This design comes from an exercise in tuning for small area on the open sky130 flow, not from production work. Only simulation tests tie the RTL to the original design; equivalence was not proved. Power figures rest on the tool's default switching activity, not on a simulated workload.

## flow/design.v (module list and top-level ports; edited modules follow where they fit)
// module sa_fa: 11 lines
// module sa_ha: 10 lines
// module sa_nand2: 8 lines
// module sa_nor2: 8 lines
// module systolic_array_4x4: 4655 lines
module systolic_array_4x4
(
    input  logic       clk,
    input  logic       rst,
    input  logic       start_signal,
    input  logic       wen,
    input  logic [7:0] inp_north0,
    input  logic [7:0] inp_north1,
    input  logic [7:0] inp_north2,
    input  logic [7:0] inp_north3,
    input  logic [7:0] inp_west0,
    input  logic [7:0] inp_west1,
    input  logic [7:0] inp_west2,
    input  logic [7:0] inp_west3,
    output logic [4:0] count,
    output logic [7:0] activation_result12,
    output logic [7:0] activation_result13,
    output logic [7:0] activation_result14,
    output logic [7:0] activation_result15
);
  // ...
==> flow/run.sh <==
#!/bin/bash
# synth_recipe.tcl (not shown) runs the flow's synth.tcl, then flattens the netlist and writes it again
# the make line also repeats each setting of config.mk as NAME=value (left out here)
make -C /OpenROAD-flow-scripts/flow DESIGN_CONFIG=/design/flow/config.mk WORK_HOME=/design/flow/orfs CLKGATE_MAP_FILE= SYNTH_SCRIPT=/design/flow/synth_recipe.tcl finish
==> flow/config.mk <==
export PLATFORM = sky130hd
export DESIGN_NAME = systolic_array_4x4
export DESIGN_NICKNAME = systolic_array_4x4
export VERILOG_FILES = /design/flow/design.v
export SDC_FILE = /design/flow/constraint.sdc
export NUM_CORES = 4
export LEC_CHECK = 0
export CAP_MARGIN = 20
export CORE_MARGIN = 2
export CORE_UTILIZATION = 40
export CTS_BUF_LIST = sky130_fd_sc_hd__clkbuf_16
export CTS_CLUSTER_DIAMETER = 100
export CTS_CLUSTER_SIZE = 30
export SLEW_MARGIN = 20
export SYNTH_HIERARCHICAL = 1
export SYNTH_MINIMUM_KEEP_SIZE = 0
==> flow/constraint.sdc <==
create_clock -name core_clock -period 7.0 [get_ports {clk}]
set_input_delay 1.4000 -clock core_clock [delete_from_list [all_inputs] [get_ports {clk}]]
set_output_delay 1.4000 -clock core_clock [all_outputs]
set_load 0.01 [all_outputs]
==> impl_metrics.yaml, run 1 <==
setup_path:
  path_delay_family: "adder cells"
  r2r_start: "wl03[1]$_DFFE_PP_"
  cp_slowest_stage_delay_ns: 0.54
  timing.rr.end: "res3[2]$_SDFF_PP0_"
  worstSetupStartpointType: "flop"
  slowest_stage: "fa_1"
die:
  rows: 112
global_routing:
  met3_usage: 0.0428
  busiest_layer: "met2"
  grt_pass1_wl_um: 163000
  met2_usage: 0.376
  overflow: 0
outcome:
  status: "timing/DRC/antenna clean"
pwr:
  clockPowerShare: 0.197
  power.switching_mw: 3.39
  p_int_mw: 5.53
  sw_frac_of_total: 0.380
  p_leak_nw: 15.5
logic_synthesis:
  synth_top_family_by_area: "adder cells"
  yosysTopAreaCellShare: 0.495
  synth_ff_type: "dfxtp_1"
  synth_warnings: 7
  syn-mean-instance-area_um2: 12.0
  yosysMostFrequentCell: "fa_1"
  synthMuxAreaShare: 0.000799
sta:
  fmax_ghz: 0.147
  max-slew-margin-rel: 0.451
  hold_viol: 0
  setup_slack_ns: 0.199
final_layout:
  synthToLayoutAreaGrowth_pct: 12.5
  n_clock_buffer: 25
  final_area_um2: 42300
  dominant_cells: "multi-input gates"
  multi_input_gates: 2393
  clk_share: 0.0211
  drive_above_1_share: 0.142
  multi_input_area_um2: 25900
place:
  dp_hpwl_um: 89900
cts:
  postCtsResizedCells: 9
  clk_pin_slew_worst_paths_ns: 0.10
drt:
  met2_length_um: 50500
  via_per_inst: 5.12
  wl_per_cell_um: 23.4
==> inputs of run 2 (changes only) <==
--- a/flow/config.mk
+++ b/flow/config.mk
@@ -7,10 +7,11 @@
 export LEC_CHECK = 0
 export CAP_MARGIN = 20
 export CORE_MARGIN = 2
-export CORE_UTILIZATION = 40
+export CORE_UTILIZATION = 60
 export CTS_BUF_LIST = sky130_fd_sc_hd__clkbuf_16
 export CTS_CLUSTER_DIAMETER = 100
 export CTS_CLUSTER_SIZE = 30
+export GPL_TIMING_DRIVEN = 0
 export SLEW_MARGIN = 20
 export SYNTH_HIERARCHICAL = 1
 export SYNTH_MINIMUM_KEEP_SIZE = 0
==> run 2 against run 1 <==
Final cell count decreased by 11%. Worst setup slack got worse by 0.030 ns. Largest cell class unchanged. Routed wire length down 6.5%. Still clean on timing, DRC and antenna. Largest power group unchanged. Clock-buffer cell count up 2. Non-clock buffer count fell by 100. Critical path type unchanged. Highest routed layer unchanged. Area after synthesis unchanged. Register-to-register slack worse by 0.03 ns. Core utilization increased by 22 points. Clock power is 4% higher. Sequential power about the same. Synthesized cell count is the same.
==> impl_metrics.yaml, run 2 <==
cts:
  cts-root-buf: "clkbuf_16"
  holdBufCountCts: 0
  cts_tree: "yes"
  cts.sinks: 477
  clk_latency_ns: 0.61
  clk_pin_slew_worst_paths_ns: 0.11
  clock_path_buffers: 3
  htree_levels: 1
  cts_made_buffers: 26
setup_path:
  end_kind: "flop"
  crit_cells: 18
  path_delay_family: "adder cells"
  reg2reg_depth: 18
  critPathArrivalTime_ns: 7.33
  crit_chain: "buf_6, nor2_1, fa_1, fa_2, fa_1, fa_1, fa_1, fa_1, fa_2, fa_1, fa_1, ha_1, fa_2, or4_4, nor3_4, o211ai_1, buf_4, o21a_1"
  crit_type: "flop to flop"
  slowest_stage: "fa_1"
  path_buf_inv: 2
  crit_path_frequent_cell: "fa_1"
  worstSetupStartpointType: "flop"
  worstPathRequired_ns: 7.50
  cp_slowest_stage_delay_ns: 0.59
  crit_fanout: 7
logic_synthesis:
  synth-async-reset-ratio: 0
  syn_inst: 3119
  synth_edf_count: 128
  synth_area_um2: 37600
  synth.top_cells.by_count: "fa_1, nor2_1, nand2_1, dfxtp_1, clkbuf_1"
  yosysSeqAreaShare: 0.288
  synth_ff_type: "dfxtp_1"
  yosysMostFrequentCell: "fa_1"
  yosysTopAreaCellShare: 0.495
  synth_cell_type_count: 40
  synth_largest_area_cell: "fa_1"
  syn-mean-instance-area_um2: 12.0
  synth_warnings: 7
  synth.area.top_cells: "fa_1, dfxtp_1, edfxtp_1"
  synth-seq-cells: 477
global_routing:
  antenna_found_initial: 2
  grt.total_usage: 0.328
  grt_pass1_wl_um: 155000
  grt_pass1_vias: 26700
  grt_max_degree: 65
  overflow: 0
place:
  dp_hpwl_um: 79800
  portBuffers: 100
  gp_congestion: 0.961
  post_dp_cell_area_um2: 39700
  dp_slack_ns: -0.707
drt:
  drt_iter0_markers: 1771
  wl_per_cell_um: 24.7
  drcViolationCount: 0
  via_per_inst: 5.75
  routed_wl_um: 99900
  final_antenna_net_count: 0
  dr.pass1.iters: 5
  dr_total_vias: 23200
sta:
  clock_skew_ns: 0.0276
  setup_tns_ns: 0
  tightest_slew_ns: 1.10
  setup_slack_ns: 0.169
  hold_viol: 0
  final-setup-viol-count: 0
  max-slew-margin-rel: 0.269
  fmax_ghz: 0.146
  layout_min_cycle_time_ns: 6.83
  period_share: 0.976
  slew_viol_final: 0
pwr:
  p_int_mw: 5.52
  power_mw: 8.98
  clockPowerShare: 0.203
  power_density_nw_per_um2: 217
  power.switching_mw: 3.46
  pwr-share-comb: 0.436
  ir_drop_mv: 0.689
  p_leak_nw: 15.0
  seqPwrFrac: 0.360
  sw_frac_of_total: 0.385
die:
  start_util: 0.608
  dieArea_um2: 64600
  die_h_um: 254
  die_x_um: 254
  rows: 91
  core_area_um2: 61800
  io_pins: 105
final_layout:
  post-route-util: 0.669
  most-common-layout-cells: "fa_1, nand2_1, nor2_1, dfxtp_1, and2_1"
  diodes: 0
  nFillCells: 4702
  nets: 4257
  drive_above_1_share: 0.144
  synthToLayoutAreaGrowth_pct: 10.1
  final_area_um2: 41400
  final_common_cell: "fa_1"
worst_hold_path:
  hold_path_class: "flop to flop"
  min_path_cells: 0
outcome:
  status: "timing/DRC/antenna clean"
job:
  maxCapViolCount: 0
-- run 2: cell counts after synthesis --
No cell type changed its count.
-- run 2: layout make-up --
| class | instances | area, µm² | share of cell area |
|---|---|---|---|
| Clock inverter | 21 | 294 | 0.00711 |
| Inverter | 42 | 158 | 0.00381 |
| Tap cell | 837 | 1050 | 0.0253 |
| Timing Repair Buffer | 207 | 1950 | 0.0470 |
| Buffer | 41 | 174 | 0.00420 |
| Sequential cell | 477 | 11000 | 0.265 |
| Clock buffer | 27 | 676 | 0.0163 |
| Multi-Input combinational cell | 2393 | 26100 | 0.631 |
-- run 2: per-layer routing --
metal	track usage	vias up	wire length [µm]	part of all wire
li1	-	9583	-	-
met1	0.424	12200	37300	0.37
met2	0.553	1088	50200	0.50
met3	0.0431	330	6460	0.065
met4	0.158	4	5980	0.060
met5	0	-	22	0.00022
-- run 2: worst register-to-register path: cells and delay by family (launching register included) --
family	cells	cell delay, ns
compound gates	2	0.28
fa+ha+maj	11	4.79
flops	1	0.50
buf+inv	2	0.37
simple gates	3	0.76
-- run 2: logic make-up (layout without fill, tap and decap cells) --
| logic type | count (synthesis) | after routing | share of synthesized area |
|---|---|---|---|
| buf+inv | 252 | 338 | 0.0256 |
| simple gates | 1309 | 1309 | 0.151 |
| fa+ha+maj | 1001 | 1001 | 0.519 |
| compound gates | 56 | 56 | 0.0104 |
| mux | 3 | 3 | 0.000799 |
| xor+xnor | 20 | 20 | 0.00466 |
| other cells | 1 | 4 | 0.0000998 |
| flops | 477 | 477 | 0.288 |
-- run 2: power by group through the flow --
| stage | Combinational [mW] | Clock [mW] | Sequential (mW) |
|---|---|---|---|
| 2_1_floorplan | 2.59 | 0 | 3.20 |
| 3_3_place_gp | 3.52 | 0 | 3.22 |
| 3_5_place_dp | 3.68 | 0 | 3.22 |
| 4_1_cts | 3.86 | 1.87 | 3.18 |
| 5_1_grt | 4.44 | 1.96 | 3.25 |
| 6_report | 3.92 | 1.82 | 3.24 |
-- run 2: modules after synthesis (local to each module, per instance) --
| module | cells | cell area, µm² | flops+latches | times used |
|---|---|---|---|---|
| sa_ha | 1 | 12.5 | 0 | 50 |
| sa_nand2 | 1 | 3.75 | 0 | 96 |
| systolic_array_4x4 | 1981 | 17800 | 477 | 1 |
| sa_fa | 1 | 20.0 | 0 | 928 |
| sa_nor2 | 1 | 3.75 | 0 | 64 |
-- run 2: metrics by stage --
| stage | hold slack, ns | std cells |
|---|---|---|
| floorplan | 0.310 | 3122 |
| global placement | 0.311 | 4059 |
| detailed placement | 0.312 | 4063 |
| CTS | 0.330 | 4067 |
| global route | 0.340 | 4045 |
| finish | 0.329 | 4045 |
-- run 2: final timing paths --
kind | from | end | slack [ns]
max reg2reg | wl31[2]$_DFFE_PP_ | res1[1]$_SDFF_PP0_ | 0.17
min reg2reg | e3t[0]$_DFF_P_ | e4t$_DFF_P_ | 0.33
max | wl31[2]$_DFFE_PP_ | res1[1]$_SDFF_PP0_ | 0.17
min | e3t[0]$_DFF_P_ | e4t$_DFF_P_ | 0.33
-- run 2: timing repair --
action                     in CTS  in global routing
pin swaps                       8                 62
setup buffers                  40                 63
gates resized for setup        69                146
setup endpoints to repair      28                 28
==> inputs of run 3 (changes only) <==
--- a/flow/config.mk
+++ b/flow/config.mk
@@ -7,7 +7,7 @@
 export LEC_CHECK = 0
 export CAP_MARGIN = 20
 export CORE_MARGIN = 2
-export CORE_UTILIZATION = 60
+export CORE_UTILIZATION = 40
 export CTS_BUF_LIST = sky130_fd_sc_hd__clkbuf_16
 export CTS_CLUSTER_DIAMETER = 100
 export CTS_CLUSTER_SIZE = 30
==> run 3 against run 2 <==
Still clean on timing, DRC and antenna. Critical path depth is 2 higher. Power is 3.3% lower. Clock-buffer cell count is 4 lower. Critical path type unchanged. Largest power group unchanged.
==> impl_metrics.yaml, run 3 <==
sta:
  final-setup-viol-count: 0
  fmax_ghz: 0.146
  max-slew-margin-rel: 0.270
  hold_viol: 0
  hold_slack_ns: 0.315
  clock_skew_ns: 0.0225
  rsz0062_at_grt: "yes"
  period_share: 0.980
  layout_min_cycle_time_ns: 6.86
  slew_viol_final: 0
  tightest_slew_ns: 1.09
  setup_slack_ns: 0.137
logic_synthesis:
  synth_edf_count: 128
  synth_area_um2: 37600
  syn_inst: 3119
  yosys.area_share.simple: 0.151
  synth_fa_ha_area_frac: 0.519
  synth_ff_type: "dfxtp_1"
  yosysSeqAreaShare: 0.288
  synth_xor_area_frac: 0.00466
  yosysMostFrequentCell: "fa_1"
  syn-mean-instance-area_um2: 12.0
  synth_compound_area_frac: 0.0104
  synth-seq-cells: 477
  synthMuxAreaShare: 0.000799
  synth_cell_type_count: 40
  synth.area.top_cells: "fa_1, dfxtp_1, edfxtp_1"
  synth_warnings: 7
  synth_top_family_by_area: "adder cells"
  yosysTopAreaCellShare: 0.495
  synth-async-reset-ratio: 0
  synth_largest_area_cell: "fa_1"
  synth.top_cells.by_count: "fa_1, nor2_1, nand2_1, dfxtp_1, clkbuf_1"
setup_path:
  worstSetupStartpointType: "flop"
  path_buf_inv: 2
  crit_fanout: 7
  rrSetupSlack_ns: 0.14
  crit_chain: "buf_6, nor2_4, fa_2, fa_2, fa_2, fa_1, fa_2, fa_2, fa_2, fa_2, fa_2, fa_1, ha_2, fa_2, a21oi_4, nor3b_4, or4_4, a211oi_4, buf_12, a21oi_1"
  crit_type: "flop to flop"
  end_kind: "flop"
  slowest_stage: "fa_1"
  cp_slowest_stage_delay_ns: 0.57
  path_delay_family: "adder cells"
  crit_path_frequent_cell: "fa_2"
  critPathArrivalTime_ns: 7.31
  worstPathRequired_ns: 7.45
final_layout:
  nets: 4230
  layout.cells.non_filler: 4430
  most-common-layout-cells: "fa_1, nand2_1, nor2_1, dfxtp_1, and2_1"
  drive_above_1_share: 0.104
  nFillCells: 8727
  synthToLayoutAreaGrowth_pct: 9.84
  final_common_cell: "fa_1"
drt:
  final_antenna_net_count: 0
  dr.pass1.iters: 5
  routed_wl_um: 97000
  drcViolationCount: 0
  drt_iter0_markers: 1659
  dr_total_vias: 22500
  wl_per_cell_um: 21.9
  via_per_inst: 5.09
cts:
  holdBufCountCts: 0
  clk_pin_slew_worst_paths_ns: 0.11
  htree_levels: 1
  cts-root-buf: "clkbuf_16"
  cts_tree: "yes"
  cts_made_buffers: 23
  clk_latency_ns: 0.59
  cts.sinks: 477
  clock_path_buffers: 3
outcome:
  status: "timing/DRC/antenna clean"
global_routing:
  grt.total_usage: 0.212
  grt_pass1_vias: 25400
  grt_max_degree: 62
  antenna_found_initial: 5
  grt_pass1_wl_um: 151000
  overflow: 0
pwr:
  p_leak_nw: 14.7
  p_int_mw: 5.41
  seqPwrFrac: 0.372
  sw_frac_of_total: 0.377
  clockPowerShare: 0.185
  power.switching_mw: 3.27
  power_density_nw_per_um2: 210
  pwr-share-comb: 0.443
  ir_drop_mv: 0.426
worst_hold_path:
  hold_path_class: "flop to flop"
die:
  io_pins: 105
  die_x_um: 310
  rows: 112
  dieArea_um2: 96400
  start_util: 0.403
  die_h_um: 310
  core_area_um2: 93200
place:
  dp_slack_ns: -0.760
  portBuffers: 100
  placedCellCount: 4483
  dp_hpwl_um: 80600
  gp_congestion: 0.912
job:
  maxCapViolCount: 0
==> run 3: repair_timing <==
action | CTS | global route
gates cloned | 0 | 0
setup buffers | 34 | 16
endpoints found under the setup margin | 28 | 28
pin swaps | 12 | 46
gates resized for setup | 54 | 73
==> run 3: cell type report <==
cell class	instances	area, µm²	share of cell area
clock inverters	16	208	0.00503
inverters	42	158	0.00382
flip-flops and latches	477	10900	0.264
well taps	1254	1570	0.0380
clock buffers	23	576	0.0139
plain buffers	67	273	0.00661
repair buffers	157	1550	0.0376
diodes	1	2.50	0.0000606
multi-input cells	2393	26000	0.631
==> run 3: metrics by stage <==
stage | setup TNS [ns] | total power, mW | instance area (µm²) | util
finish | 0 | 8.68 | 41300 | 0.443
global route | -0.685 | 9.41 | 41300 | 0.443
CTS | 0 | 8.55 | 41100 | 0.442
detailed placement | -11.15 | 6.88 | 40300 | 0.433
global placement | -166.41 | 6.80 | 40100 | 0.431
floorplan | 0 | 5.79 | 37600 | -
==> run 3: per-layer routing <==
metal	vias to the layer above	GRT usage	part of all wire
met5	-	0	0.00039
met4	6	0.0711	0.041
met3	186	0.0353	0.069
met2	872	0.360	0.50
met1	11900	0.275	0.39
li1	9531	-	-
==> run 3: modules after synthesis, one instance, submodules excluded <==
| module | flip-flops and latches | cells | copies in the design |
|---|---|---|---|
| sa_ha | 0 | 1 | 50 |
| systolic_array_4x4 | 477 | 1981 | 1 |
| sa_nand2 | 0 | 1 | 96 |
| sa_nor2 | 0 | 1 | 64 |
| sa_fa | 0 | 1 | 928 |
==> run 3: cell families (layout without fill, tap and decap cells) <==
logic type,count (synthesis),in the layout
compound gates,56,56
xor+xnor,20,20
fa+ha+maj,1001,1001
buf+inv,252,305
flops,477,477
mux,3,3
other cells,1,5
simple gates,1309,1309
==> run 3: final timing paths <==
kind | from | endpoint | depth (start not counted)
hold / removal | e1t[2]$_DFF_P_ | e2t[2]$_DFF_P_ | 0
setup / recovery | wl23[2]$_DFFE_PP_ | res3[0]$_SDFF_PP0_ | 20
hold reg to reg | e1t[2]$_DFF_P_ | e2t[2]$_DFF_P_ | 0
setup reg to reg | wl23[2]$_DFFE_PP_ | res3[0]$_SDFF_PP0_ | 20
==> run 3: power groups by stage <==
stage | registers [mW] | logic, mW | clock network [mW]
3_5_place_dp | 3.22 | 3.66 | 0
3_3_place_gp | 3.23 | 3.57 | 0
5_1_grt | 3.25 | 4.41 | 1.76
2_1_floorplan | 3.20 | 2.59 | 0
4_1_cts | 3.19 | 3.70 | 1.66
6_report | 3.23 | 3.85 | 1.61
==> inputs of run 4 (changes only) <==
==> flow/flow/run.sh (new file) <==
#!/bin/bash
set -euo pipefail
bash standard.sh \
  'BUFFER_PORTS_ARGS=-buffer_cell sky130_fd_sc_hd__buf_1' \
  'CTS_ARGS=-sink_clustering_enable -repair_clock_nets -buf_list sky130_fd_sc_hd__clkbuf_16 -sink_clustering_size 30 -sink_clustering_max_diameter 100 -dont_use_dummy_load' \
  finish > standard.log 2>&1
==> flow/standard.sh (new file) <==
#!/bin/bash
# synth_recipe.tcl (not shown) runs the flow's synth.tcl, then flattens the netlist and writes it again
# the make line also repeats each setting of config.mk as NAME=value (left out here)
make -C /OpenROAD-flow-scripts/flow DESIGN_CONFIG=/design/flow/config.mk WORK_HOME=/design/flow/orfs CLKGATE_MAP_FILE= SYNTH_SCRIPT=/design/flow/synth_recipe.tcl "${@:-finish}"
removed: flow/run.sh
==> run 4 against run 3 <==
Sequential cell count unchanged. Clock-buffer cell count did not move. Sequential power hardly changed. Area after synthesis unchanged. Global-route usage grew 0.093 points. Largest cell class unchanged. Worst hold slack lost 0.028 ns. Worst setup slack lost 0.049 ns. Core utilization decreased by 0.87 points. Clock power decreased by 12%. Final cell count shrank 0.43%.
==> impl_metrics.yaml, run 4 <==
final_layout:
  drive_above_1_share: 0.110
  final_common_cell: "fa_1"
  nets: 4228
  most-common-layout-cells: "fa_1, nand2_1, nor2_1, dfxtp_1, and2_1"
  final_area_um2: 40500
  nFillCells: 8733
  synthToLayoutAreaGrowth_pct: 7.69
  diodes: 0
  layout.cells.non_filler: 4411
die:
  rows: 112
  io_pins: 105
  dieArea_um2: 96400
  start_util: 0.403
  core_area_um2: 93200
  die_h_um: 310
  die_x_um: 310
global_routing:
  antenna_found_initial: 1
  grt.total_usage: 0.213
  grt_pass1_vias: 25100
  grt_pass1_wl_um: 151000
  overflow: 0
  grt_max_degree: 62
sta:
  fmax_ghz: 0.145
  rsz0062_at_grt: "yes"
  max-slew-margin-rel: 0.312
  tightest_slew_ns: 1.03
  clock_skew_ns: 0.0519
  layout_min_cycle_time_ns: 6.91
  final-setup-viol-count: 0
  hold_viol: 0
  slew_viol_final: 0
  period_share: 0.987
logic_synthesis:
  synth_area_um2: 37600
  yosysMostFrequentCell: "fa_1"
  synth_warnings: 7
  synth.top_cells.by_count: "fa_1, nor2_1, nand2_1, dfxtp_1, clkbuf_1"
  synth-async-reset-ratio: 0
  syn_inst: 3119
  synth_largest_area_cell: "fa_1"
  yosysTopAreaCellShare: 0.495
  syn-mean-instance-area_um2: 12.0
  synth_ff_type: "dfxtp_1"
  yosysSeqAreaShare: 0.288
  synth_cell_type_count: 40
  synth-seq-cells: 477
  synth_edf_count: 128
  synth.area.top_cells: "fa_1, dfxtp_1, edfxtp_1"
place:
  dp_hpwl_um: 80100
  gp_congestion: 0.927
  post_dp_cell_area_um2: 39700
  placedCellCount: 4482
  portBuffers: 100
cts:
  cts.sinks: 477
  clock_path_buffers: 3
  cts_made_buffers: 23
  htree_levels: 1
  cts_tree: "yes"
  cts-root-buf: "clkbuf_16"
  clk_latency_ns: 0.59
  clk_pin_slew_worst_paths_ns: 0.11
drt:
  final_antenna_net_count: 0
  dr_total_vias: 22300
  routed_wl_um: 97300
  wl_per_cell_um: 22.0
  dr.pass1.iters: 6
  drt_iter0_markers: 1710
  drcViolationCount: 0
  via_per_inst: 5.05
pwr:
  power_density_nw_per_um2: 208
  ir_drop_mv: 0.750
  power_mw: 8.40
  p_leak_nw: 14.3
setup_path:
  crit_fanout: 7
  cp_slowest_stage_delay_ns: 0.59
  crit_chain: "buf_4, buf_6, or2_2, fa_2, fa_2, fa_1, fa_1, fa_1, fa_1, fa_2, fa_1, ha_2, fa_2, a21oi_4, nor3b_4, or4_4, a211oi_4, buf_12, a21oi_1"
  critPathArrivalTime_ns: 7.32
  slowest_stage: "fa_2"
  worstSetupStartpointType: "flop"
  end_kind: "flop"
  crit_path_frequent_cell: "fa_1"
  worstPathRequired_ns: 7.41
  crit_type: "flop to flop"
job:
  maxCapViolCount: 0
worst_hold_path:
  hold_path_class: "flop to flop"
outcome:
  status: "timing/DRC/antenna clean"
## run 4: cell counts after synthesis
Identical to the previous run, type by type.
## run 4: critical path: cells and delay by family (launching register included)
kind | cells | cell delay (ns)
AND/OR/NAND/NOR | 3 | 0.87
buffers and inverters | 3 | 0.48
AO/OA/AOI/OAI | 3 | 0.53
adder cells (fa/ha/maj) | 10 | 4.31
flip-flops | 1 | 0.52
## run 4: final cells by class
| cell class | instances | area, µm² | area share |
|---|---|---|---|
| Inverter | 42 | 158 | 0.00390 |
| Tap cell | 1254 | 1570 | 0.0388 |
| Buffer | 58 | 241 | 0.00597 |
| Multi-Input combinational cell | 2393 | 26000 | 0.644 |
| Sequential cell | 477 | 10900 | 0.269 |
| Clock buffer | 23 | 576 | 0.0142 |
| Timing Repair Buffer | 164 | 967 | 0.0239 |
## run 4: repair_timing
action / in CTS / in global routing
gates resized for setup: 69 / 74
pin swaps: 20 / 46
endpoints found under the setup margin: 28 / 28
buffers inserted: 35 / 22
hold buffers: 0 / 0
## run 4: report_power, final
| part | switching, mW | internal [mW] | total (mW) |
|---|---|---|---|
| registers | 0.203 | 3.03 | 3.23 |
| logic | 2.15 | 1.59 | 3.75 |
| clock network | 0.831 | 0.588 | 1.42 |
| total | 3.19 | 5.21 | 8.40 |
## run 4: worst paths after layout
check / start / endpoint / slack (ns) / depth (start not counted)
worst max-delay path: wl13[0]$_DFFE_PP_ / res3[5]$_SDFF_PP0_ / 0.09 / 19
worst min-delay path: e2t[1]$_DFF_P_ / e3t[1]$_DFF_P_ / 0.29 / 0
worst max register to register: wl13[0]$_DFFE_PP_ / res3[5]$_SDFF_PP0_ / 0.09 / 19
worst min register to register: e2t[1]$_DFF_P_ / e3t[1]$_DFF_P_ / 0.29 / 0
## run 4: cell families after synthesis
| logic type | share of synthesized area |
|---|---|
| other | 0.0000998 |
| DFF | 0.288 |
| adders and majority gates | 0.519 |
| xor gates and xnor gates | 0.00466 |
| and+or+nand+nor | 0.151 |
| muxes | 0.000799 |
| buffers and inverters | 0.0256 |
| AOI/OAI and AO/OA | 0.0104 |
## run 4: modules after synthesis (local to each module, per instance)
module,flops+latches,cells inside
sa_fa,0,1
sa_ha,0,1
sa_nand2,0,1
sa_nor2,0,1
systolic_array_4x4,477,1981
## run 4: layer usage
| metal | track usage | up-vias | part of all wire |
|---|---|---|---|
| li1 | - | 9506 | - |
| met1 | 0.283 | 11800 | 0.40 |
| met5 | 0 | - | 0.00011 |
| met4 | 0.0701 | 2 | 0.038 |
| met2 | 0.358 | 835 | 0.50 |
| met3 | 0.0322 | 178 | 0.062 |
## run 4: per-stage QoR
step	utilization	setup WS [ns]	TNS, ns	hold slack [ns]
final	0.434	0.0880	0	0.287
after CTS	0.432	0.00291	0	0.285
after global routing	0.434	-0.106	-0.545	0.278
after floorplan	-	0.145	0	0.310
after detailed placement	0.426	-0.788	-11.74	0.312
after global placement	0.424	-2.13	-100.42	0.311

[afterwards: timing with drivers on the ports]
The results above use ideal ports. As a check the final layouts listed here were re-extracted and re-timed, cells and wires unchanged. Step 1, drivers: a clkbuf_16 drives clk and a buf_2 each remaining input, both assumed. Step 2, shift: input delay + t, output delay - t, t = (earliest + latest rising clock arrival at the registers) / 2. This alone moves slack from input paths to output paths. a / b / c = ideal ports / drivers / drivers and shift; a / b = the first two.
| run | shift t [ns] | setup slack, ns | worst hold slack (ns) | clock arrival spread, ns |
|---|---|---|---|---|
| run 1 | 0.678 | 0.199 / 0.199 / 0.199 | 0.333 / 0.333 / 0.333 | 0.040 / 0.040 |
| run 2 | 0.661 | 0.169 / 0.169 / 0.169 | 0.329 / 0.329 / 0.329 | 0.027 / 0.028 |
| run 3 | 0.647 | 0.137 / 0.137 / 0.137 | 0.315 / 0.315 / 0.315 | 0.023 / 0.023 |
| run 4 | 0.634 | 0.088 / 0.088 / 0.088 | 0.287 / 0.287 / 0.287 | 0.052 / 0.052 |
After both steps every run listed still meets setup and hold.
